What follows belongs to an exercise in optimizing a design on an open flow for small area; a production flow would make more cautious choices. Only simulation tests tie the RTL to the original design; equivalence was not proved. No activity file was given, so power comes from the tool's default toggle rates.

<file path="flow/design.v">
package lsq_pkg;
	localparam int data_w = 32;
	localparam int addr_w = 10;
	localparam int off_w = 12;
	localparam int tag_w = 4;
	typedef logic [data_w-1:0] data_t;
	typedef logic [addr_w-1:0] addr_t;
	typedef logic [off_w-1:0]  off_t;
	typedef logic [tag_w-1:0]  tag_t;
	typedef enum logic {
		LS_LOAD  = 1'b0,
		LS_STORE = 1'b1
	} ls_op_t;
	localparam int DEF_ENTRIES = 6;
	localparam int DEF_CDB = 6;
	localparam int DEF_MEM_CREDITS = 2;
endpackage
`timescale 1ns/10ps
module lsq_top #(
	parameter int NUM_ENTRIES = lsq_pkg::DEF_ENTRIES,
	parameter int NUM_CDB     = lsq_pkg::DEF_CDB,
	parameter int MEM_CREDITS = lsq_pkg::DEF_MEM_CREDITS
) (
	input  logic                                clk,
	input  logic                                rst_n,
	input  logic                                disp_valid_i,
	input  logic                                disp_op_i,
	input  logic [lsq_pkg::data_w-1:0]          disp_base_i,
	input  logic [lsq_pkg::off_w-1:0]           disp_off_i,
	input  logic [lsq_pkg::data_w-1:0]          disp_val_i,
	input  logic [lsq_pkg::tag_w-1:0]           disp_tag_i,
	output logic                                disp_credit_o,
	input  logic [NUM_CDB-1:0]                  cdb_valid_i,
	input  logic [NUM_CDB*lsq_pkg::tag_w-1:0]   cdb_tag_i,
	input  logic [NUM_CDB*lsq_pkg::data_w-1:0]  cdb_data_i,
	output logic                                mem_req_o,
	output logic                                mem_we_o,
	output logic [lsq_pkg::addr_w-1:0]          mem_addr_o,
	output logic [lsq_pkg::data_w-1:0]          mem_wdata_o,
	output logic [$clog2(NUM_ENTRIES)-1:0]      mem_tag_o,
	input  logic                                mem_credit_i
);
	localparam int NE = 6;
	localparam int NC = 6;
	localparam int DW = lsq_pkg::data_w;
	localparam int AW = lsq_pkg::addr_w;
	localparam int TW = lsq_pkg::tag_w;
	logic [NE-1:0]         tail_q;
	logic [NE-1:0]         head_q;
	logic                  empty_q;
	logic [1:0]            mcred_q;    
	logic [NE-1:0]         op_q;
	logic [NE-1:0][TW-1:0] tag_q;
	logic [NE-1:0][AW-1:0] addr_q;
	logic [NE-1:0][DW-1:0] data_q;
	logic [NE-1:0]         alloc;
	logic [NE-1:0]         waiting;
	logic                  issue;
	logic [AW-1:0]         new_addr;
	assign alloc    = disp_valid_i ? tail_q : '0;
	assign new_addr = disp_base_i[AW-1:0] + disp_off_i[AW-1:0];
	for (genvar s = 0; s < NE; s++) begin : g_wait
		assign waiting[s] = |tag_q[s];
	end
	assign issue = !empty_q && !(|(head_q & waiting)) && (|mcred_q);
	always_ff @(posedge clk) begin
		if (!rst_n) begin
			tail_q  <= NE'(1);
			head_q  <= NE'(1);
			empty_q <= 1'b1;
			mcred_q <= 2'd2;
		end else begin
			if (disp_valid_i)
				tail_q <= {tail_q[NE-2:0], tail_q[NE-1]};
			if (issue)
				head_q <= {head_q[NE-2:0], head_q[NE-1]};
			if (disp_valid_i)
				empty_q <= 1'b0;
			else if (issue)
				empty_q <= |({head_q[NE-2:0], head_q[NE-1]} & tail_q);
			if (issue && !mem_credit_i)
				mcred_q <= mcred_q - 1'b1;
			else if (!issue && mem_credit_i)
				mcred_q <= mcred_q + 1'b1;
		end
	end
	for (genvar s = 0; s < NE; s++) begin : g_slot
		logic [TW-1:0] look_tag;
		logic [NC-1:0] sel;
		logic          hit;
		logic [DW-1:0] d_next;
		assign look_tag = alloc[s] ? disp_tag_i : tag_q[s];
		always_comb begin
			for (int b = 0; b < NC; b++)
				sel[b] = cdb_valid_i[b] && (cdb_tag_i[b*TW +: TW] == look_tag) && (|look_tag);
		end
		assign hit = |sel;
		always_comb begin
			d_next = {DW{!alloc[s] && !hit}} & data_q[s];
			d_next = d_next | ({DW{alloc[s] && !hit}} & disp_val_i);
			for (int b = 0; b < NC; b++)
				d_next = d_next | ({DW{sel[b]}} & cdb_data_i[b*DW +: DW]);
		end
		always_ff @(posedge clk) begin
			data_q[s] <= d_next;
			if (alloc[s]) begin
				op_q[s]   <= disp_op_i;
				addr_q[s] <= new_addr;
				tag_q[s]  <= (disp_op_i && !hit) ? disp_tag_i : '0;
			end else if (hit) begin
				tag_q[s]  <= '0;
			end
		end
	end
	always_comb begin
		mem_addr_o  = '0;
		mem_wdata_o = '0;
		mem_we_o    = 1'b0;
		for (int s = 0; s < NE; s++) begin
			mem_addr_o  = mem_addr_o  | ({AW{head_q[s]}} & addr_q[s]);
			mem_wdata_o = mem_wdata_o | ({DW{head_q[s]}} & data_q[s]);
			mem_we_o    = mem_we_o    | (head_q[s] & op_q[s]);
		end
		mem_we_o = mem_we_o && issue;
	end
	assign mem_tag_o     = {head_q[4] | head_q[5], head_q[2] | head_q[3], head_q[1] | head_q[3] | head_q[5]};
	assign mem_req_o     = issue;
	assign disp_credit_o = issue;
endmodule
</file>
<file path="flow/run.sh">
#!/bin/bash
# synth_recipe.tcl (not shown) runs the flow's synth.tcl, then flattens the netlist and writes it again
# the make line also repeats each setting of config.mk as NAME=value (left out here)
make -C /OpenROAD-flow-scripts/flow DESIGN_CONFIG=/design/flow/config.mk WORK_HOME=/design/flow/orfs CLKGATE_MAP_FILE= SYNTH_SCRIPT=/design/flow/synth_recipe.tcl finish
</file>
<file path="flow/config.mk">
export PLATFORM = sky130hd
export DESIGN_NAME = lsq_top
export DESIGN_NICKNAME = lsq_top
export VERILOG_FILES = /design/flow/design.v
export SDC_FILE = /design/flow/constraint.sdc
export NUM_CORES = 4
export LEC_CHECK = 0
export CAP_MARGIN = 20
export CORE_MARGIN = 2
export CORE_UTILIZATION = 40
export SLEW_MARGIN = 20
</file>
<file path="flow/constraint.sdc">
create_clock -name core_clock -period 5.0 [get_ports {clk}]
set_input_delay 1.0000 -clock core_clock [delete_from_list [all_inputs] [get_ports {clk}]]
set_output_delay 1.0000 -clock core_clock [all_outputs]
set_load 0.01 [all_outputs]
</file>
==> impl_metrics.json, run 1 <==
{
  "h-tree-depth": 2,
  "fin_setup_tns_ns": 0,
  "postRouteAntennaNets": 0,
  "post-route-drc-count": 0,
  "yosys.area_share.simple": 0.0860,
  "whs_endpoint": "mcred_q[1]",
  "p_per_area_nw_per_um2": 382,
  "grt_usage": 0.376,
  "grt_overflow": 0,
  "start_kind": "register",
  "intPower_mw": 6.75,
  "hold_buffers": 0,
  "first_pass_iters": 17,
  "p_seq_frac": 0.370,
  "hpwl_um": 67300,
  "coreArea_sq_um": 54900,
  "drive_gt1_frac": 0.168,
  "cap_violations": 0,
  "syn_inst": 2198,
  "io_pins": 355,
  "rsz0062_at_grt": "no",
  "synth.area.top_cells": "dfxtp_1, a222oi_1, edfxtp_1",
  "report.final.slew_viol_count": 0,
  "p_leak_nw": 10.4,
  "syn_avg_cell_area_sq_um": 10.1,
  "period_minus_slack_ns": 4.56,
  "grt_pass1_vias": 23700,
  "post_cts_buffers": 0,
  "fmax_mhz": 219,
  "fin_cells": 3085,
  "p_sw_mw": 3.72,
  "synth_ff_type": "dfxtp_1",
  "end_kind": "output port",
  "cts.sinks": 297,
  "wl_per_cell_um": 36.4,
  "syn2layout_area_growth_pct": 24.0,
  "synth_most_common_cell": "a222oi_1",
  "crit_path_max_fanout": 11,
  "grt_pass1_wl_um": 160000,
  "synthMuxAreaShare": 0.0896,
  "cp-startpoint": "tag_q[20]",
  "drt_first_iter_violations": 5711,
  "nets": 2662,
  "die_x_um": 239,
  "crit_required_ns": 4.00,
  "switching_share": 0.355,
  "crit-reg2reg-launch": "tail_q[3]",
  "reg2reg_to": "data_q[103]",
  "ys_ff_latch": 297,
  "clkLatencyLatePin_ns": 0.58,
  "die-area_sq_um": 57200,
  "synth_nets": 2516,
  "routed-wl-met2_um": 46900,
  "grt_max_degree": 49,
  "top_layer_used": "met5",
  "pwr-share-comb": 0.362,
  "synth.distinct_cells": 51,
  "final-hold-violation-count": 0,
  "yosysSeqAreaShare": 0.310,
  "hold_start": "mcred_q[1]",
  "drt_wl_total_um": 112000,
  "hp-class": "reg2reg",
  "p_total_mw": 10.5,
  "synth_edf_count": 90,
  "tightestPinTransition_ns": 1.05,
  "synth_top_family_by_area": "compound AO/OA/AOI/OAI gates",
  "period_share": 0.911,
  "ir_worst_vdd_mv": 0.229,
  "clockBufferDepth": 3,
  "yosysTopAreaCell": "dfxtp_1",
  "ff2ff_path_depth": 7,
  "vias_per_cell": 7.86,
  "antenna_found_initial": 11,
  "wl_met3_um": 17200,
  "setup_viol": 0,
  "syn_area_sq_um": 22100,
  "whs_path_depth": 2,
  "rrSetupSlack_ns": 1.54,
  "clkSlewWorstSetupHoldPaths_ns": 0.06,
  "ys_async_sr_fraction": 0,
  "status": "complete, no violations",
  "vias": 24200,
  "fp.dieH_um": 239,
  "slew_headroom": 0.293,
  "ys_top_cells_by_count": "a222oi_1, clkbuf_1, dfxtp_1, mux2i_1, a22oi_1",
  "arrival_ns": 3.56,
  "row_count": 86,
  "synth-adder-area-share": 0.00656,
  "gp_routability_congestion": 0.958,
  "wl_met1_um": 40900,
  "cts_tree": "done",
  "placement.io_buffers": 330,
  "synth_xor_area_frac": 0.0539,
  "netlist.area_leader.share": 0.187,
  "worstSetupPathType": "reg2out",
  "cts_resized": 0,
  "cts_made_buffers": 38,
  "synth_compound_area_frac": 0.385,
  "start_util": 0.403,
  "dp.cells": 3008,
  "yosys_warnings": 1,
  "skew_ns": 0.0303,
  "clockRootBuffer": "clkbuf_16",
  "clkPwrFrac": 0.268
}
-- state kept, by name, summed over array words and instances (netlist names) --
register / flops
op_q: 6
mcred_q: 2
addr_q: 60
tail_q: 6
data_q: 192
head_q: 6
empty_q: 1
tag_q: 24
-- kinds of logic after synthesis --
logic type,count (synthesis)
AND/OR/NAND/NOR,316
buffers and inverters,334
adder cells (fa/ha/maj),11
flip-flops,297
multiplexers,198
AO/OA/AOI/OAI,906
XOR/XNOR,136
-- critical path, cell delays in order (launching register included) --
cell,delay (ns)
edfxtp_1,0.56
or4_1,0.78
a222oi_1,0.40
and3_1,0.20
buf_4,0.22
a21boi_0,0.24
clkdlybuf4s50_1,0.59
-- metrics by stage --
stage          utilization  area [sq um]  worst slack (ns)  hold WS [ns]
2_1_floorplan            -         22100              1.50         0.476
3_3_place_gp         0.476         26100             0.629         0.490
3_5_place_dp         0.477         26200             0.649         0.504
4_1_cts              0.499         27400             0.429         0.517
5_1_grt              0.500         27400             0.270         0.559
6_report             0.500         27400             0.444         0.508
-- cells in the final DEF (no fill, tap or decap), types with 7 or more instances in the layout --
master           Yosys  routed
o21ai_0              7       7
nand4_1             64      64
or4_1                9       9
clkbuf_16            0      39
nand3_1            104     104
and2_1              35      35
ha_1                10      10
edfxtp_1            90      90
nor3_1              13       9
nor2b_1              7       7
clkdlybuf4s50_1      0     329
clkbuf_8             0       8
diode_2              0       8
nand2b_1            12      12
o211ai_1            37      37
a21o_1              31      31
a221oi_4             0      29
buf_4                3      89
a222oi_1           321     321
a221oi_1            62      33
nand2_1             20      15
a22oi_1            163     163
o211ai_2           156     156
nor2_1              10      10
nor3_2              24      27
a21oi_1             10      10
inv_1               15      14
a2bb2oi_1           22      22
a21boi_0            35      35
a22o_1              33      33
clkbuf_1           209       7
dfxtp_1            207     201
xnor2_1            133     133
mux2i_1            198     198
clkinv_2             0       9
-- per-layer routing --
metal	global-route usage	vias up
met5	0	-
met4	0.216	6
met3	0.117	601
met2	0.551	2400
met1	0.487	11500
li1	-	9700
-- final cells by class --
cell class,count,area (sq um)
Inverter,17,63.8
Tap cell,704,881
Antenna cell,8,20.0
Fill cell,4985,27500
Timing Repair Buffer,423,4050
Sequential cell,297,6860
Clock buffer,54,1110
Clock inverter,15,138
Multi-Input combinational cell,1567,14300
-- worst max-delay path by stage --
stage,endpoint,depth (start not counted)
after floorplan,tag_q[0],10
after global placement,data_q[35],9
after detailed placement,data_q[127],8
after CTS,mem_we_o,6
after global routing,mem_we_o,6
final,mem_we_o,6
-- power groups by stage --
stage | sequential [mW] | combinational [mW] | clock [mW]
final | 3.87 | 3.79 | 2.81
after global routing | 3.96 | 3.98 | 2.90
after CTS | 3.85 | 3.68 | 2.80
after detailed placement | 3.90 | 3.67 | 0
after global placement | 3.85 | 3.58 | 0
after floorplan | 3.70 | 2.42 | 0
==> run 2: changes to the inputs <==
--- a/flow/design.v
+++ b/flow/design.v
@@ -51,17 +51,17 @@
 	logic [1:0]            mcred_q;    
 	logic [NE-1:0]         op_q;
-	logic [NE-1:0][TW-1:0] tag_q;
+	logic [NE-1:0]         wait_q;     
 	logic [NE-1:0][AW-1:0] addr_q;
-	logic [NE-1:0][DW-1:0] data_q;
+	logic [NE-1:0][DW-1:0] data_q;     
 	logic [NE-1:0]         alloc;
-	logic [NE-1:0]         waiting;
 	logic                  issue;
 	logic [AW-1:0]         new_addr;
+	logic [DW-1:0]         new_val;
+	logic                  tag_nz;
 	assign alloc    = disp_valid_i ? tail_q : '0;
 	assign new_addr = disp_base_i[AW-1:0] + disp_off_i[AW-1:0];
-	for (genvar s = 0; s < NE; s++) begin : g_wait
-		assign waiting[s] = |tag_q[s];
-	end
-	assign issue = !empty_q && !(|(head_q & waiting)) && (|mcred_q);
+	assign tag_nz   = |disp_tag_i;
+	assign new_val  = {disp_val_i[DW-1:TW], tag_nz ? disp_tag_i : disp_val_i[TW-1:0]};
+	assign issue = !empty_q && !(|(head_q & wait_q)) && (|mcred_q);
 	always_ff @(posedge clk) begin
 		if (!rst_n) begin
@@ -87,16 +87,18 @@
 	for (genvar s = 0; s < NE; s++) begin : g_slot
 		logic [TW-1:0] look_tag;
+		logic          look;
 		logic [NC-1:0] sel;
 		logic          hit;
 		logic [DW-1:0] d_next;
-		assign look_tag = alloc[s] ? disp_tag_i : tag_q[s];
+		assign look_tag = alloc[s] ? disp_tag_i : data_q[s][TW-1:0];
+		assign look     = alloc[s] ? tag_nz : wait_q[s];
 		always_comb begin
 			for (int b = 0; b < NC; b++)
-				sel[b] = cdb_valid_i[b] && (cdb_tag_i[b*TW +: TW] == look_tag) && (|look_tag);
+				sel[b] = cdb_valid_i[b] && (cdb_tag_i[b*TW +: TW] == look_tag) && look;
 		end
 		assign hit = |sel;
 		always_comb begin
 			d_next = {DW{!alloc[s] && !hit}} & data_q[s];
-			d_next = d_next | ({DW{alloc[s] && !hit}} & disp_val_i);
+			d_next = d_next | ({DW{alloc[s] && !hit}} & new_val);
 			for (int b = 0; b < NC; b++)
 				d_next = d_next | ({DW{sel[b]}} & cdb_data_i[b*DW +: DW]);
@@ -107,7 +109,7 @@
 				op_q[s]   <= disp_op_i;
 				addr_q[s] <= new_addr;
-				tag_q[s]  <= (disp_op_i && !hit) ? disp_tag_i : '0;
+				wait_q[s] <= disp_op_i && tag_nz && !hit;
 			end else if (hit) begin
-				tag_q[s]  <= '0;
+				wait_q[s] <= 1'b0;
 			end
 		end
==> flow/flow/run.sh (new file) <==
#!/bin/bash
# Standard ORFS layout; port buffers use the smallest buffer cell.
export BUFFER_PORTS_ARGS="-buffer_cell sky130_fd_sc_hd__buf_1"
bash standard.sh > standard.log 2>&1
==> flow/standard.sh (new file) <==
#!/bin/bash
# synth_recipe.tcl (not shown) runs the flow's synth.tcl, then flattens the netlist and writes it again
# the make line also repeats each setting of config.mk as NAME=value (left out here)
make -C /OpenROAD-flow-scripts/flow DESIGN_CONFIG=/design/flow/config.mk WORK_HOME=/design/flow/orfs CLKGATE_MAP_FILE= SYNTH_SCRIPT=/design/flow/synth_recipe.tcl "${@:-finish}"
removed: flow/run.sh
==> impl_metrics.json, run 2 <==
{
  "post-route-drc-count": 0,
  "synth_edf_count": 72,
  "synth_compound_area_frac": 0.367,
  "crit_path_max_fanout": 35,
  "synth-adder-area-share": 0.00648,
  "intPower_mw": 6.59,
  "drt_wl_total_um": 140000,
  "hold_buffers": 0,
  "netlist.area_leader.share": 0.185,
  "syn_area_sq_um": 22400,
  "hp-class": "reg2reg",
  "layout_commonest_cell": "buf_1",
  "row_count": 86,
  "h-tree-depth": 2,
  "skew_ns": 0.0290,
  "pwr-share-comb": 0.453,
  "ys_ff_latch": 279,
  "regMostFlops": "data_q",
  "synth_xor_area_frac": 0.0460,
  "yosys.area_share.simple": 0.169,
  "dpl-instance-area_sq_um": 24800,
  "clockBufferDepth": 3,
  "slew_headroom": 0.177,
  "synth_top_family_by_area": "compound AO/OA/AOI/OAI gates",
  "synth.distinct_cells": 99,
  "fp.dieH_um": 241,
  "antenna_found_initial": 6,
  "start_kind": "input pin",
  "cts_resized": 0,
  "die_x_um": 241,
  "postRouteAntennaNets": 0,
  "final_cell_area_sq_um": 25900,
  "synth_nets": 3021,
  "clockRootBuffer": "clkbuf_16",
  "io_pins": 355,
  "report.final.slew_viol_count": 0,
  "yosys_warnings": 1,
  "largest_register_ffs": 192,
  "drt_first_iter_violations": 5293,
  "p_seq_frac": 0.323,
  "yosysTopAreaCell": "dfxtp_1",
  "crit_required_ns": 5.40,
  "final-hold-violation-count": 0,
  "drive_gt1_frac": 0.114,
  "vias": 28700,
  "synth.area.top_cells": "dfxtp_1, edfxtp_1, a22oi_1",
  "worstSetupPathType": "in2reg",
  "synth_ff_type": "dfxtp_1",
  "p_leak_nw": 9.64,
  "hpwl_um": 89500,
  "gp_routability_congestion": 1.07,
  "clkLatencyLatePin_ns": 0.58,
  "synth_most_common_cell": "o22ai_1",
  "switching_share": 0.433,
  "arrival_ns": 4.54,
  "fmax_mhz": 242,
  "yosysSeqAreaShare": 0.282,
  "grt_pass1_wl_um": 193000,
  "p_sw_mw": 5.03,
  "period_share": 0.828,
  "fin_setup_tns_ns": 0,
  "cts_tree": "done",
  "rsz0062_at_grt": "no",
  "multi_input_area_sq_um": 14800,
  "clkPwrFrac": 0.224,
  "synthMuxAreaShare": 0.0661,
  "tightestPinTransition_ns": 1.23,
  "ys_top_cells_by_count": "o22ai_1, a22oi_1, nand2_1, dfxtp_1, clkbuf_1",
  "p_total_mw": 11.6,
  "whs_ns": 0.491,
  "first_pass_iters": 13,
  "syn2layout_area_growth_pct": 15.8,
  "period_minus_slack_ns": 4.14,
  "nFillCells": 5473,
  "grt_pass1_vias": 27000,
  "syn_avg_cell_area_sq_um": 8.29,
  "cap_violations": 0,
  "syn_inst": 2703,
  "final-seq-area_sq_um": 6310,
  "grt_max_degree": 49,
  "status": "complete, no violations",
  "p_per_area_nw_per_um2": 448,
  "cts_made_buffers": 35,
  "grt_usage": 0.466,
  "final_cell_mix": "buf_1, o22ai_1, a22oi_1",
  "vias_per_cell": 7.68,
  "grt_overflow": 0,
  "cts.sinks": 279,
  "ir_worst_vdd_mv": 0.251,
  "wl_per_cell_um": 37.4,
  "reg_top3": "data_q x192, addr_q x60",
  "end_kind": "register",
  "die-area_sq_um": 57900,
  "setup_viol": 0,
  "nets": 3277,
  "start_util": 0.406,
  "post_cts_buffers": 0,
  "ys_async_sr_fraction": 0,
  "clkSlewWorstSetupHoldPaths_ns": 0.06,
  "coreArea_sq_um": 55200,
  "placement.io_buffers": 330
}
run 2: cell types whose count changed after synthesis, moves of 55 or more:
| cell | delta |
|---|---|
| o22ai_1 | +247 |
| xnor2_1 | -56 |
| a22oi_1 | +55 |
| o211ai_2 | -121 |
| nand2_1 | +193 |
| a21oi_1 | +77 |
| a222oi_1 | -303 |
| nor2_1 | +106 |
run 2: layout make-up:
cell class              count  area share
diodes                      9    0.000868
clock buffers              48      0.0384
multi-input cells        2097       0.569
inverters                  57     0.00835
clock inverters            14     0.00507
well taps                 748      0.0361
repair buffers            489      0.0985
flip-flops and latches    279       0.243
run 2: power by group through the flow:
stage               sequential, mW  combinational (mW)  clock [mW]
floorplan                     3.50                3.25           0
global placement              3.73                4.87           0
detailed placement            3.75                4.96           0
CTS                           3.71                4.97        2.59
global route                  3.82                5.42        2.68
finish                        3.75                5.26        2.60
run 2: final timing paths:
| kind | startpoint | to | slack, ns | depth (start not counted) |
|---|---|---|---|---|
| worst min-delay path | data_q[12] | data_q[12] | 0.49 | 1 |
| worst min register to register | data_q[12] | data_q[12] | 0.49 | 1 |
| worst max-delay path | disp_valid_i | data_q[130] | 0.86 | 10 |
| worst max register to register | tail_q[4] | data_q[130] | 1.29 | 9 |
run 2: per-layer routing:
metal  GRT usage  vias to the layer above  routed length (um)
met5    0.000842                        -                  53
met4       0.358                        8               13700
met3       0.201                     1047               23100
met2       0.648                     3090               54700
met1       0.562                    13400               48300
li1            -                    11200                   -
run 2: per-stage QoR:
step / worst slack [ns] / instances / utilization
2_1_floorplan: 1.51 / 2703 / -
3_3_place_gp: 0.802 / 3670 / 0.449
3_5_place_dp: 0.775 / 3670 / 0.449
4_1_cts: 1.31 / 3732 / 0.469
5_1_grt: 0.895 / 3734 / 0.470
6_report: 0.860 / 3741 / 0.470
run 2: cells by family (layout without fill, tap and decap cells):
kind of cell / count (synthesis) / after routing
and+or+nand+nor: 737 / 737
xor gates and xnor gates: 116 / 116
AOI/OAI and AO/OA: 1085 / 1085
adders and majority gates: 11 / 11
buffers and inverters: 327 / 608
DFF: 279 / 279
other: 0 / 9
muxes: 148 / 148
run 2: critical path: stages:
cell	delay (ns)
clkbuf_2	0.42
buf_12	0.28
a21boi_0	0.19
nor2_1	0.48
xnor2_1	0.18
or4_1	0.21
buf_4	0.54
o22ai_1	0.17
nor3_1	0.88
o21ai_1	0.14
==> run 3: changes to the inputs <==
==> flow/flow/run.sh (replaced) <==
#!/bin/bash
# The standard ORFS layout (standard.sh) with three changes:
#  - Yosys's ABC maps the logic for area: flow/abc_area.script replaces ORFS's
#    speed script in a copy of ORFS's scripts folder (registers are untouched)
#  - the port buffers are sky130_fd_sc_hd__buf_1
#  - CTS inserts no dummy loads
# Each tool's output is in orfs/logs; make's own output is in standard.log.
set -u
work=$(pwd)
rm -rf "$work/scripts"
cp -r "$FLOW_HOME/scripts" "$work/scripts"
cp "$work/flow/abc_area.script" "$work/scripts/abc_speed.script"
export SCRIPTS_DIR="$work/scripts"
export BUFFER_PORTS_ARGS="-buffer_cell sky130_fd_sc_hd__buf_1"
export CTS_ARGS="-sink_clustering_enable -repair_clock_nets -dont_use_dummy_load"
bash standard.sh > standard.log 2>&1
==> flow/flow/abc_area.script (new file) <==
strash
&get -n
&st
&dch -f
&nf -a -R 1000
&put
topo
==> impl_metrics.json, run 3 <==
{
  "synth.area.top_cells": "dfxtp_1, a222oi_1, edfxtp_1",
  "syn2layout_area_growth_pct": 23.3,
  "grt_max_degree": 37,
  "place_ws_ns": 0.555,
  "tightestPinTransition_ns": 0.896,
  "clkPwrFrac": 0.192,
  "gp_routability_congestion": 0.957,
  "synth-adder-area-share": 0.00847,
  "arrival_ns": 4.40,
  "post-route-drc-count": 0,
  "clkLatencyLatePin_ns": 0.57,
  "syn_inst": 1790,
  "coreArea_sq_um": 42100,
  "layout_commonest_cell": "buf_1",
  "slew_headroom": 0.396,
  "synth.distinct_cells": 33,
  "grt_overflow": 0,
  "synth_most_common_cell": "a222oi_1",
  "drive_gt1_frac": 0.0798,
  "start_util": 0.407,
  "drt_first_iter_violations": 6228,
  "hpwl_um": 57100,
  "netlist.area_leader.share": 0.242,
  "report.final.slew_viol_count": 0,
  "yosysTopAreaCell": "dfxtp_1",
  "period_minus_slack_ns": 3.98,
  "synth_nets": 2108,
  "period_share": 0.796,
  "intPower_mw": 6.01,
  "worstSetupPathType": "in2reg",
  "final_cell_mix": "buf_1, a222oi_1, nand2_1",
  "yosys.area_share.simple": 0.154,
  "syn_area_sq_um": 17100,
  "p_per_area_nw_per_um2": 468,
  "antenna_found_initial": 35,
  "cts_resized": 0,
  "hold_buffers": 0,
  "h-tree-depth": 1,
  "placement.io_buffers": 330,
  "yosysSeqAreaShare": 0.368,
  "grt_usage": 0.418,
  "p_leak_nw": 7.48,
  "wl_per_cell_um": 34.6,
  "clockRootBuffer": "clkbuf_16",
  "cts_tree": "done",
  "ys_top_cells_by_count": "a222oi_1, nand2_1, a22oi_1, dfxtp_1, nand3_1",
  "switching_share": 0.392,
  "dp.cells": 2753,
  "clkSlewWorstSetupHoldPaths_ns": 0.05,
  "regMostFlops": "data_q",
  "cts_made_buffers": 30,
  "cap_violations": 0,
  "hp-class": "reg2reg",
  "rsz0062_at_grt": "no",
  "synth_top_family_by_area": "compound AO/OA/AOI/OAI gates",
  "synth_xor_area_frac": 0.0440,
  "pwr-share-comb": 0.427,
  "yosys_warnings": 1,
  "fmax_mhz": 251,
  "fin_util": 0.501,
  "die-area_sq_um": 44500,
  "syn_avg_cell_area_sq_um": 9.57,
  "reg_top3": "data_q x192, addr_q x60",
  "end_kind": "register",
  "vias_per_cell": 7.97,
  "ys_ff_latch": 279,
  "synth_ff_type": "dfxtp_1",
  "nets": 2564,
  "synth_edf_count": 72,
  "ir_worst_vdd_mv": 0.264,
  "synthMuxAreaShare": 0.0140,
  "finalWorstSetupSlack_ns": 1.02,
  "fin_setup_tns_ns": 0,
  "grt_pass1_wl_um": 139000,
  "largest_register_ffs": 192,
  "postRouteAntennaNets": 0,
  "ys_async_sr_fraction": 0,
  "final-hold-violation-count": 0,
  "p_sw_mw": 3.87,
  "first_pass_iters": 15,
  "start_kind": "input pin",
  "post_cts_buffers": 0,
  "vias": 22400,
  "drt_wl_total_um": 97100,
  "p_seq_frac": 0.381,
  "grt_pass1_vias": 21000,
  "die_x_um": 211,
  "fp.dieH_um": 211,
  "status": "complete, no violations",
  "crit_path_max_fanout": 32,
  "clockBufferDepth": 3,
  "setup_viol": 0,
  "synth_compound_area_frac": 0.406,
  "row_count": 75,
  "skew_ns": 0.0230,
  "cts.sinks": 279,
  "p_total_mw": 9.89,
  "io_pins": 355,
  "fin_cells": 2807,
  "crit_required_ns": 5.42
}
[run 3: layout make-up]
class | instances | area [sq um]
sequential | 279 | 6310
tap | 539 | 674
clock buffer | 30 | 751
antenna | 24 | 60.1
inverter | 24 | 90.1
timing repair buffer | 425 | 2130
multi-input combinational | 1486 | 11100
fill | 3950 | 21000
[run 3: per-layer routing]
metal,global-route usage,share of wire,vias up
met2,0.596,0.40,2331
met4,0.270,0.084,26
met1,0.525,0.34,10300
li1,-,-,9004
met5,0,0.0018,-
met3,0.161,0.17,692
[run 3: cell families (layout without fill, tap and decap cells)]
| group | Yosys count | after routing |
|---|---|---|
| AOI/OAI and AO/OA | 777 | 777 |
| and+or+nand+nor | 588 | 588 |
| DFF | 279 | 279 |
| xor gates and xnor gates | 86 | 86 |
| buffers and inverters | 25 | 479 |
| muxes | 24 | 24 |
| adders and majority gates | 11 | 11 |
| other | 0 | 24 |
[run 3: through the flow]
stage | hold slack, ns | area [sq um]
2_1_floorplan | 0.448 | 17200
3_3_place_gp | 0.467 | 20300
3_5_place_dp | 0.469 | 20300
4_1_cts | 0.478 | 21100
5_1_grt | 0.494 | 21100
6_report | 0.484 | 21100
[run 3: final timing paths]
kind	startpoint	to	cells after the start	slack (ns)
max	disp_valid_i	data_q[34]	11	1.02
min	data_q[58]	data_q[58]	1	0.48
max reg2reg	tail_q[1]	data_q[34]	10	1.55
min reg2reg	data_q[58]	data_q[58]	1	0.48
[run 3: power by group through the flow]
stage	Clock, mW	Combinational (mW)	Sequential [mW]
final	1.89	4.22	3.77
after global routing	1.98	4.45	3.84
after CTS	1.90	4.08	3.74
after detailed placement	0	4.08	3.77
after global placement	0	3.98	3.74
after floorplan	0	2.48	3.60
[run 3: worst max-delay path, cell delays in order]
cell      delay, ns
buf_1          0.32
nand2_1        0.45
o21ai_0        0.86
nand4_1        0.20
nor3_2         0.35
nor4_1         0.13
nand2_1        0.26
nor2_4         0.06
buf_12         0.21
a221oi_1       0.40
nand3_1        0.12
==> run 4: changes to the inputs <==
--- a/flow/design.v
+++ b/flow/design.v
@@ -90,5 +90,5 @@
 		logic [NC-1:0] sel;
 		logic          hit;
-		logic [DW-1:0] d_next;
+		logic [DW-1:0] d_lo, d_hi, d_own, d_next;
 		assign look_tag = alloc[s] ? disp_tag_i : data_q[s][TW-1:0];
 		assign look     = alloc[s] ? tag_nz : wait_q[s];
@@ -99,9 +99,13 @@
 		assign hit = |sel;
 		always_comb begin
-			d_next = {DW{!alloc[s] && !hit}} & data_q[s];
-			d_next = d_next | ({DW{alloc[s] && !hit}} & new_val);
-			for (int b = 0; b < NC; b++)
-				d_next = d_next | ({DW{sel[b]}} & cdb_data_i[b*DW +: DW]);
+			d_lo = '0;
+			d_hi = '0;
+			for (int b = 0; b < NC/2; b++) begin
+				d_lo = d_lo | ({DW{sel[b]}} & cdb_data_i[b*DW +: DW]);
+				d_hi = d_hi | ({DW{sel[b+NC/2]}} & cdb_data_i[(b+NC/2)*DW +: DW]);
+			end
 		end
+		assign d_own  = ({DW{!alloc[s] && !hit}} & data_q[s]) | ({DW{alloc[s] && !hit}} & new_val);
+		assign d_next = d_lo | d_hi | d_own;
 		always_ff @(posedge clk) begin
 			data_q[s] <= d_next;
@@ -115,15 +119,21 @@
 		end
 	end
+	logic [AW-1:0] addr_lo, addr_hi;
+	logic [DW-1:0] wdata_lo, wdata_hi;
 	always_comb begin
-		mem_addr_o  = '0;
-		mem_wdata_o = '0;
-		mem_we_o    = 1'b0;
-		for (int s = 0; s < NE; s++) begin
-			mem_addr_o  = mem_addr_o  | ({AW{head_q[s]}} & addr_q[s]);
-			mem_wdata_o = mem_wdata_o | ({DW{head_q[s]}} & data_q[s]);
-			mem_we_o    = mem_we_o    | (head_q[s] & op_q[s]);
+		addr_lo  = '0;
+		addr_hi  = '0;
+		wdata_lo = '0;
+		wdata_hi = '0;
+		for (int s = 0; s < NE/2; s++) begin
+			addr_lo  = addr_lo  | ({AW{head_q[s]}} & addr_q[s]);
+			addr_hi  = addr_hi  | ({AW{head_q[s+NE/2]}} & addr_q[s+NE/2]);
+			wdata_lo = wdata_lo | ({DW{head_q[s]}} & data_q[s]);
+			wdata_hi = wdata_hi | ({DW{head_q[s+NE/2]}} & data_q[s+NE/2]);
 		end
-		mem_we_o = mem_we_o && issue;
 	end
+	assign mem_addr_o  = addr_lo | addr_hi;
+	assign mem_wdata_o = wdata_lo | wdata_hi;
+	assign mem_we_o    = issue && (|(head_q & op_q));
 	assign mem_tag_o     = {head_q[4] | head_q[5], head_q[2] | head_q[3], head_q[1] | head_q[3] | head_q[5]};
 	assign mem_req_o     = issue;
--- a/flow/config.mk
+++ b/flow/config.mk
@@ -8,4 +8,5 @@
 export CAP_MARGIN = 20
 export CORE_MARGIN = 2
-export CORE_UTILIZATION = 40
+export CORE_UTILIZATION = 30
+export PLACE_DENSITY = 0.45
 export SLEW_MARGIN = 20
==> impl_metrics.json, run 4 <==
{
  "slew_headroom": 0.315,
  "fmax_mhz": 250,
  "period_share": 0.801,
  "reg2reg_to": "data_q[132]",
  "rsz0062_at_grt": "no",
  "skew_ns": 0.0353,
  "yosysSeqAreaShare": 0.379,
  "fin_cells": 2821,
  "vias_per_cell": 7.56,
  "start_kind": "input pin",
  "h-tree-depth": 2,
  "arrival_ns": 4.47,
  "end_kind": "register",
  "grt_pass1_vias": 20100,
  "synth_ff_type": "dfxtp_1",
  "io_pins": 355,
  "gp_routability_congestion": 0.879,
  "fin_util": 0.380,
  "clockBufferDepth": 3,
  "regMostFlops": "data_q",
  "clkLatencyLatePin_ns": 0.55,
  "setup_viol": 0,
  "grt_overflow": 0,
  "syn_area_sq_um": 16700,
  "hold_buffers": 0,
  "drt_wl_total_um": 104000,
  "tightestPinTransition_ns": 1.02,
  "ff2ff_path_depth": 8,
  "cts_made_buffers": 35,
  "die-area_sq_um": 57400,
  "dp.cells": 2772,
  "coreArea_sq_um": 55000,
  "crit_chain": "buf_1 -> nand2_1 -> o21ai_0 -> nand4_1 -> nor3_2 -> buf_4 -> a222oi_1 -> nand2_1 -> a221o_1",
  "synth_nets": 1917,
  "netlist.area_leader.share": 0.282,
  "status": "complete, no violations",
  "p_per_area_nw_per_um2": 488,
  "whs_path_depth": 1,
  "p_leak_nw": 7.79,
  "crit_required_ns": 5.46,
  "post-route-drc-count": 0,
  "layout_commonest_cell": "a222oi_1",
  "clockRootBuffer": "clkbuf_16",
  "whs_endpoint": "data_q[18]",
  "synth_edf_count": 72,
  "grt_pass1_wl_um": 144000,
  "syn_avg_cell_area_sq_um": 10.4,
  "first_pass_iters": 13,
  "synth.distinct_cells": 31,
  "cap_violations": 0,
  "period_minus_slack_ns": 4.01,
  "die_x_um": 240,
  "hold_start": "data_q[18]",
  "ys_async_sr_fraction": 0,
  "vias": 21300,
  "syn_inst": 1599,
  "slowest_delay_ns": 0.94,
  "yosys_warnings": 1,
  "wl_per_cell_um": 36.8,
  "placement.io_buffers": 330,
  "fp.dieH_um": 240,
  "ir_worst_vdd_mv": 0.188,
  "final_cell_mix": "a222oi_1, buf_1, nand2_1",
  "report.final.slew_viol_count": 0,
  "fin_setup_tns_ns": 0,
  "crit_path_max_fanout": 32,
  "drt_first_iter_violations": 6000,
  "critPathSlowestCell": "o21ai_0",
  "cts_resized": 0,
  "worstSetupPathType": "in2reg",
  "final-hold-violation-count": 0,
  "hp-class": "reg2reg",
  "critical-path-top-delay-family": "compound AO/OA/AOI/OAI gates",
  "synth.area.top_cells": "a222oi_1, dfxtp_1, edfxtp_1",
  "postRouteAntennaNets": 0,
  "crit-reg2reg-launch": "tail_q[4]",
  "yosysTopAreaCell": "a222oi_1",
  "grt_max_degree": 48,
  "cts_tree": "done",
  "start_util": 0.303,
  "nets": 2379,
  "grt_usage": 0.344,
  "ys_top_cells_by_count": "a222oi_1, nand2_1, dfxtp_1, a221o_1, xnor2_1",
  "post_cts_buffers": 0,
  "worst_path_most_repeated_cell": "nand2_1",
  "syn2layout_area_growth_pct": 25.3,
  "antenna_found_initial": 26,
  "drive_gt1_frac": 0.0903,
  "crit_buf_inv": 2,
  "largest_register_ffs": 192,
  "synth_most_common_cell": "a222oi_1",
  "ys_ff_latch": 279,
  "cts.sinks": 279,
  "clkSlewWorstSetupHoldPaths_ns": 0.05,
  "reg_top3": "data_q x192, addr_q x60",
  "hpwl_um": 59500,
  "row_count": 86,
  "rrSetupSlack_ns": 1.55
}
==> run 4: metal layers <==
layer,track usage,wire (um),vias to the layer above
met4,0.188,6310,24
met5,0,150,-
li1,-,-,8633
met3,0.125,15200,451
met1,0.434,38600,10300
met2,0.508,43600,1900
==> run 4: logic make-up after synthesis <==
group / Yosys count / share of synthesized area
buffers and inverters: 25 / 0.00586
AO/OA/AOI/OAI: 777 / 0.446
adder cells (fa/ha/maj): 11 / 0.00871
multiplexers: 24 / 0.0144
flip-flops: 279 / 0.379
XOR/XNOR: 88 / 0.0463
AND/OR/NAND/NOR: 395 / 0.101
==> run 4: stage by stage <==
| step | instance area, sq um | setup slack, ns | hold WS (ns) | total power, mW |
|---|---|---|---|---|
| after detailed placement | 20000 | 0.602 | 0.472 | 7.94 |
| final | 20900 | 0.993 | 0.484 | 10.2 |
| after floorplan | 16700 | 0.0198 | 0.454 | 6.07 |
| after global placement | 20000 | 0.616 | 0.467 | 7.83 |
| after global routing | 20900 | 0.924 | 0.498 | 10.6 |
| after CTS | 20800 | 1.15 | 0.486 | 10.1 |
==> run 4: where the power goes <==
part	switching (mW)	leakage [nW]	internal, mW
registers	0.560	2.40	3.18
clock network	0.940	0.431	1.23
logic	2.47	4.96	1.82
==> run 4: worst max path at each step <==
stage               cells past startpoint          from          end
detailed placement                     10  disp_valid_i  data_q[148]
finish                                  9  disp_valid_i  data_q[132]
global placement                       10  disp_valid_i  data_q[133]
floorplan                               9  disp_valid_i    data_q[1]
CTS                                    10  disp_valid_i  data_q[132]
global route                            9  disp_valid_i  data_q[132]
==> run 4: final cells by class <==
cell class / count / area (sq um)
Fill cell: 5585 / 34100
Multi-Input combinational cell: 1295 / 10600
Sequential cell: 279 / 6310
Timing Repair Buffer: 426 / 2030
Tap cell: 748 / 936
Clock buffer: 35 / 876
Inverter: 24 / 90.1
Antenna cell: 14 / 35.0
==> run 5: changes to the inputs <==
--- a/flow/flow/run.sh
+++ b/flow/flow/run.sh
@@ -4,5 +4,6 @@
 #    speed script in a copy of ORFS's scripts folder (registers are untouched)
 #  - the port buffers are sky130_fd_sc_hd__buf_1
-#  - CTS inserts no dummy loads
+#  - CTS inserts no dummy loads and builds the tree from clkbuf_8, in clusters of
+#    at most 12 sinks
 # Each tool's output is in orfs/logs; make's own output is in standard.log.
 set -u
@@ -13,4 +14,4 @@
 export SCRIPTS_DIR="$work/scripts"
 export BUFFER_PORTS_ARGS="-buffer_cell sky130_fd_sc_hd__buf_1"
-export CTS_ARGS="-sink_clustering_enable -repair_clock_nets -dont_use_dummy_load"
+export CTS_ARGS="-sink_clustering_enable -repair_clock_nets -dont_use_dummy_load -buf_list sky130_fd_sc_hd__clkbuf_8 -sink_clustering_size 12 -sink_clustering_max_diameter 60"
 bash standard.sh > standard.log 2>&1
--- a/flow/config.mk
+++ b/flow/config.mk
@@ -6,7 +6,7 @@
 export NUM_CORES = 4
 export LEC_CHECK = 0
-export CAP_MARGIN = 20
+export CAP_MARGIN = 10
 export CORE_MARGIN = 2
 export CORE_UTILIZATION = 30
 export PLACE_DENSITY = 0.45
-export SLEW_MARGIN = 20
+export SLEW_MARGIN = 10
==> impl_metrics.json, run 5 <==
{
  "use_met3": 0.126,
  "end_kind": "register",
  "drt_wl_total_um": 104000,
  "first_pass_iters": 17,
  "cts.sinks": 279,
  "yosysTopAreaCell": "a222oi_1",
  "synth_most_common_cell": "a222oi_1",
  "worstSetupPathType": "in2reg",
  "report.final.slew_viol_count": 0,
  "vias_per_cell": 7.55,
  "io_pins": 355,
  "antenna_found_initial": 28,
  "postRouteAntennaNets": 0,
  "ir_worst_vdd_mv": 0.175,
  "wl_per_cell_um": 36.8,
  "p_leak_nw": 7.60,
  "regMostFlops": "data_q",
  "arrival_ns": 4.44,
  "whs_ns": 0.490,
  "grt_max_degree": 48,
  "ys_async_sr_fraction": 0,
  "skew_ns": 0.0884,
  "yosys_warnings": 1,
  "row_count": 86,
  "synth.area.top_cells": "a222oi_1, dfxtp_1, edfxtp_1",
  "netlist.area_leader.share": 0.282,
  "final-seq-area_sq_um": 6310,
  "grt_usage": 0.344,
  "setup_viol": 0,
  "critPathSlowestCell": "o21ai_0",
  "h-tree-depth": 2,
  "fin_setup_tns_ns": 0,
  "layout_commonest_cell": "a222oi_1",
  "vias": 21300,
  "cts_made_buffers": 34,
  "crit_required_ns": 5.54,
  "fin_util": 0.372,
  "hp-class": "reg2reg",
  "gp_routability_congestion": 0.879,
  "cts_resized": 0,
  "ys_ff_latch": 279,
  "largest_register_ffs": 192,
  "ys_top_cells_by_count": "a222oi_1, nand2_1, dfxtp_1, a221o_1, xnor2_1",
  "multi_input_area_sq_um": 10600,
  "met1_usage": 0.432,
  "drt_first_iter_violations": 5917,
  "yosysSeqAreaShare": 0.379,
  "fmax_mhz": 256,
  "cap_violations": 0,
  "syn2layout_area_growth_pct": 22.9,
  "start_kind": "input pin",
  "die-area_sq_um": 57400,
  "nFillCells": 5617,
  "clkLatencyLatePin_ns": 0.61,
  "slowest_delay_ns": 0.91,
  "grt_overflow": 0,
  "coreArea_sq_um": 55000,
  "final_cell_mix": "a222oi_1, buf_1, nand2_1",
  "crit_chain": "buf_1 -> nand2_1 -> o21ai_0 -> nand4_1 -> nor3_2 -> buf_4 -> a222oi_1 -> nand2_1 -> a221o_1",
  "grt_pass1_wl_um": 144000,
  "post-route-drc-count": 0,
  "grt_pass1_vias": 20200,
  "place_ws_ns": 0.602,
  "cts_tree": "done",
  "rsz0062_at_grt": "no",
  "status": "complete, no violations",
  "syn_inst": 1599,
  "synth_edf_count": 72,
  "period_share": 0.780,
  "synth_ff_type": "dfxtp_1",
  "grtUsageMet2": 0.508,
  "reg_top3": "data_q x192, addr_q x60",
  "syn_area_sq_um": 16700,
  "placement.io_buffers": 330,
  "finalWorstSetupSlack_ns": 1.10,
  "syn_avg_cell_area_sq_um": 10.4,
  "clockBufferDepth": 3,
  "crit_path_max_fanout": 32,
  "worst_path_most_repeated_cell": "nand2_1",
  "hold_buffers": 0,
  "hpwl_um": 59500,
  "die_x_um": 240,
  "synth.distinct_cells": 31,
  "period_minus_slack_ns": 3.90,
  "start_util": 0.303,
  "synth_nets": 1917,
  "grt-busiest-layer": "met2",
  "clockRootBuffer": "clkbuf_8",
  "nets": 2378,
  "final-hold-violation-count": 0,
  "slew_headroom": 0.327,
  "p_per_area_nw_per_um2": 463,
  "fp.dieH_um": 240,
  "post_cts_buffers": 0,
  "clkSlewWorstSetupHoldPaths_ns": 0.07,
  "drive_gt1_frac": 0.0899,
  "tightestPinTransition_ns": 0.999
}
-- run 5: cell counts after synthesis --
No cell type changed its count.
-- run 5: final timing paths --
kind / from / endpoint / slack, ns / cells after the start
worst max-delay path: disp_valid_i / data_q[144] / 1.10 / 9
worst min-delay path: data_q[49] / data_q[49] / 0.49 / 1
worst max register to register: tail_q[4] / data_q[144] / 1.65 / 8
worst min register to register: data_q[49] / data_q[49] / 0.49 / 1
-- run 5: cell type report --
cell class              count  area share
repair buffers            426      0.0994
diodes                     16     0.00196
well taps                 748      0.0457
clock buffers              34      0.0229
flip-flops and latches    279       0.308
inverters                  24     0.00440
multi-input cells        1295       0.517
-- run 5: through the flow --
step,power [mW],instances,area [sq um]
floorplan,6.07,1599,16700
global placement,7.83,2772,20000
detailed placement,7.94,2772,20000
CTS,9.37,2806,20400
global route,9.91,2811,20400
finish,9.48,2822,20500
-- run 5: layer usage --
layer | vias up | part of all wire
met5 | - | 0.0016
met4 | 26 | 0.063
met3 | 496 | 0.15
met2 | 1916 | 0.42
met1 | 10300 | 0.37
li1 | 8622 | -
-- run 5: power by group --
group	leakage [nW]	internal, mW	switching, mW	total (mW)
clock network	0.245	0.606	0.847	1.45
registers	2.40	3.18	0.559	3.73
logic	4.96	1.82	2.47	4.29
-- run 5: cells by family (layout without fill, tap and decap cells) --
| family | after synthesis | count (layout) | synth area share |
|---|---|---|---|
| and+or+nand+nor | 395 | 395 | 0.101 |
| other | 0 | 16 | 0 |
| AOI/OAI and AO/OA | 777 | 777 | 0.446 |
| adders and majority gates | 11 | 11 | 0.00871 |
| DFF | 279 | 279 | 0.379 |
| buffers and inverters | 25 | 484 | 0.00586 |
| muxes | 24 | 24 | 0.0144 |
| xor gates and xnor gates | 88 | 88 | 0.0463 |
-- run 5: worst max-delay path: cells and delay by family --
kind            cells  cell delay [ns]
compound gates      3             1.27
buf+inv             2             0.93
simple gates        4             1.16
==> run 6: changes to the inputs <==
--- a/flow/flow/run.sh
+++ b/flow/flow/run.sh
@@ -5,5 +5,5 @@
 #  - the port buffers are sky130_fd_sc_hd__buf_1
 #  - CTS inserts no dummy loads and builds the tree from clkbuf_8, in clusters of
-#    at most 12 sinks
+#    at most 15 sinks
 # Each tool's output is in orfs/logs; make's own output is in standard.log.
 set -u
@@ -14,4 +14,4 @@
 export SCRIPTS_DIR="$work/scripts"
 export BUFFER_PORTS_ARGS="-buffer_cell sky130_fd_sc_hd__buf_1"
-export CTS_ARGS="-sink_clustering_enable -repair_clock_nets -dont_use_dummy_load -buf_list sky130_fd_sc_hd__clkbuf_8 -sink_clustering_size 12 -sink_clustering_max_diameter 60"
+export CTS_ARGS="-sink_clustering_enable -repair_clock_nets -dont_use_dummy_load -buf_list sky130_fd_sc_hd__clkbuf_8 -sink_clustering_size 15 -sink_clustering_max_diameter 80"
 bash standard.sh > standard.log 2>&1
==> impl_metrics.json, run 6 <==
{
  "nets": 2369,
  "end_kind": "register",
  "synth_xor_area_frac": 0.0463,
  "worst_path_most_repeated_cell": "nand2_1",
  "worstSetupPathType": "in2reg",
  "cts_made_buffers": 25,
  "start_kind": "input pin",
  "drive_gt1_frac": 0.0859,
  "h-tree-depth": 1,
  "p_per_area_nw_per_um2": 455,
  "post_cts_buffers": 0,
  "critical-path-top-delay-family": "compound AO/OA/AOI/OAI gates",
  "io_pins": 355,
  "hold_buffers": 0,
  "dp.cells": 2772,
  "crit_chain": "buf_1 -> nand2_1 -> o21ai_0 -> nand4_1 -> nor3_2 -> buf_4 -> a222oi_1 -> nand2_1 -> a221o_1",
  "use_met3": 0.113,
  "crit_path_max_fanout": 32,
  "wl_per_cell_um": 36.9,
  "rsz0062_at_grt": "no",
  "yosysTopAreaCell": "a222oi_1",
  "synth-adder-area-share": 0.00871,
  "clockRootBuffer": "clkbuf_8",
  "rrSetupSlack_ns": 1.52,
  "synth_most_common_cell": "a222oi_1",
  "reg_top3": "data_q x192, addr_q x60",
  "syn_area_sq_um": 16700,
  "synth.distinct_cells": 31,
  "finalWorstSetupSlack_ns": 0.991,
  "vias_per_cell": 7.53,
  "cts_resized": 0,
  "yosysSeqAreaShare": 0.379,
  "ys_top_cells_by_count": "a222oi_1, nand2_1, dfxtp_1, a221o_1, xnor2_1",
  "period_share": 0.802,
  "period_minus_slack_ns": 4.01,
  "cap_violations": 0,
  "yosys_warnings": 1,
  "whs_endpoint": "data_q[18]",
  "grt_usage": 0.342,
  "cts.sinks": 279,
  "fin_cells": 2812,
  "synth_edf_count": 72,
  "gp_routability_congestion": 0.879,
  "synthMuxAreaShare": 0.0144,
  "start_util": 0.303,
  "crit_required_ns": 5.54,
  "syn_avg_cell_area_sq_um": 10.4,
  "syn_inst": 1599,
  "whs_path_depth": 1,
  "grt_overflow": 0,
  "final_cell_area_sq_um": 20300,
  "crit-reg2reg-launch": "tail_q[4]",
  "fin_setup_tns_ns": 0,
  "dpl-instance-area_sq_um": 20000,
  "slowest_delay_ns": 0.99,
  "p_leak_nw": 7.54,
  "final-hold-violation-count": 0,
  "slew_headroom": 0.272,
  "syn2layout_area_growth_pct": 22.2,
  "vias": 21200,
  "ys_async_sr_fraction": 0,
  "setup_viol": 0,
  "clkSlewWorstSetupHoldPaths_ns": 0.07,
  "die-area_sq_um": 57400,
  "antenna_found_initial": 24,
  "layout_commonest_cell": "a222oi_1",
  "clockBufferDepth": 3,
  "fp.dieH_um": 240,
  "drt_first_iter_violations": 5893,
  "hold_start": "data_q[18]",
  "drt_wl_total_um": 104000,
  "reg2reg_to": "data_q[144]",
  "place_ws_ns": 0.602,
  "whs_ns": 0.490,
  "grt_pass1_wl_um": 144000,
  "grt-busiest-layer": "met2",
  "grt_max_degree": 48,
  "ys_ff_latch": 279,
  "hp-class": "reg2reg",
  "postRouteAntennaNets": 0,
  "placement.io_buffers": 330,
  "ir_worst_vdd_mv": 0.169,
  "met1_usage": 0.436,
  "cts_tree": "done",
  "first_pass_iters": 17,
  "grtUsageMet2": 0.511,
  "synth.area.top_cells": "a222oi_1, dfxtp_1, edfxtp_1",
  "synth_ff_type": "dfxtp_1",
  "clkLatencyLatePin_ns": 0.63,
  "report.final.slew_viol_count": 0,
  "regMostFlops": "data_q",
  "row_count": 86,
  "grt_pass1_vias": 20100,
  "final_cell_mix": "a222oi_1, buf_1, nand2_1",
  "status": "complete, no violations",
  "coreArea_sq_um": 55000,
  "hpwl_um": 59500,
  "post-route-drc-count": 0,
  "synth_nets": 1917,
  "largest_register_ffs": 192,
  "tightestPinTransition_ns": 1.08,
  "crit_buf_inv": 2,
  "arrival_ns": 4.54,
  "critPathSlowestCell": "o21ai_0",
  "ff2ff_path_depth": 8,
  "nFillCells": 5643,
  "die_x_um": 240,
  "skew_ns": 0.0658,
  "netlist.area_leader.share": 0.282,
  "fmax_mhz": 249,
  "yosys.area_share.simple": 0.101,
  "synth_compound_area_frac": 0.446,
  "synth_top_family_by_area": "compound AO/OA/AOI/OAI gates"
}
[run 6: cell types whose count changed in the layout (fill, tap and decap cells not counted), sizes merged]
cell    delta
clkbuf     -9
diode      -1
[run 6: per-stage QoR]
| step | util | power (mW) |
|---|---|---|
| 2_1_floorplan | - | 6.07 |
| 3_3_place_gp | 0.363 | 7.83 |
| 3_5_place_dp | 0.363 | 7.94 |
| 4_1_cts | 0.369 | 9.14 |
| 5_1_grt | 0.370 | 9.67 |
| 6_report | 0.370 | 9.26 |
[run 6: cells by family (layout without fill, tap and decap cells)]
family	count (synthesis)	after routing
XOR/XNOR	88	88
adder cells (fa/ha/maj)	11	11
AND/OR/NAND/NOR	395	395
multiplexers	24	24
AO/OA/AOI/OAI	777	777
other	0	15
buffers and inverters	25	475
flip-flops	279	279
[run 6: layer usage]
metal  wire length (um)  up-vias
met5                161        -
li1                   -     8600
met3              14900      451
met4               6110       26
met1              39100    10200
met2              43600     1880
[run 6: final cells by class]
type | instances | area [sq um] | area share
Tap cell | 748 | 936 | 0.0460
Antenna cell | 15 | 37.5 | 0.00184
Clock buffer | 25 | 344 | 0.0169
Sequential cell | 279 | 6310 | 0.310
Multi-Input combinational cell | 1295 | 10600 | 0.521
Timing Repair Buffer | 426 | 2030 | 0.100
Inverter | 24 | 90.1 | 0.00443
[run 6: report_power, final]
part           internal (mW)  total (mW)  switching [mW]
Combinational           1.82        4.30            2.48
Clock                  0.444        1.23           0.786
Sequential              3.17        3.73           0.560
Total                   5.43        9.26            3.83
[run 6: worst max-delay path by stage]
| stage | start | end | slack, ns | cells past startpoint |
|---|---|---|---|---|
| CTS | head_q[1] | disp_credit_o | 1.24 | 5 |
| global route | disp_valid_i | data_q[139] | 1.00 | 9 |
| global placement | disp_valid_i | data_q[133] | 0.62 | 10 |
| detailed placement | disp_valid_i | data_q[148] | 0.60 | 10 |
| finish | disp_valid_i | data_q[144] | 0.99 | 9 |
| floorplan | disp_valid_i | data_q[1] | 0.02 | 9 |

-- separate check: timing with driven ports --
In the flow no input, the clock included, has a driving cell. The finished layouts below were timed again as built, in two steps. Step 1 sets driving cells, clkbuf_16 on the clock port and buf_2 on the other inputs (assumed; they add their load-dependent delay and slew). Step 2 times the ports against the registers' clock, not the clock port: input delays grow and output delays shrink by t, the midpoint of the rising clock arrivals with the driver on. a / b / c = ideal ports / drivers / drivers and shift; a / b = the first two.
run	t (ns)	setup slack, ns	hold WS [ns]	clock arrival spread, ns	worst register clock-pin slew, ns
run 1	0.624	0.444 / 0.383 / 0.428	0.508 / 0.508 / 0.508	0.031 / 0.030	0.07 / 0.07
run 2	0.625	0.860 / 0.893 / 0.268	0.491 / 0.491 / 0.491	0.032 / 0.032	0.08 / 0.08
run 3	0.613	1.018 / 1.023 / 0.411	0.484 / 0.484 / 0.484	0.024 / 0.025	0.06 / 0.06
run 4	0.595	0.993 / 0.996 / 0.402	0.484 / 0.484 / 0.484	0.037 / 0.037	0.06 / 0.06
run 5	0.621	1.101 / 1.099 / 0.478	0.490 / 0.490 / 0.490	0.089 / 0.088	0.09 / 0.09
run 6	0.651	0.991 / 0.992 / 0.340	0.490 / 0.490 / 0.490	0.065 / 0.065	0.11 / 0.11
After both steps every run listed still meets setup and hold. The setup slack of run 6, which loses most, moves by +0.001 ns with the drivers and by -0.651 ns with both steps.
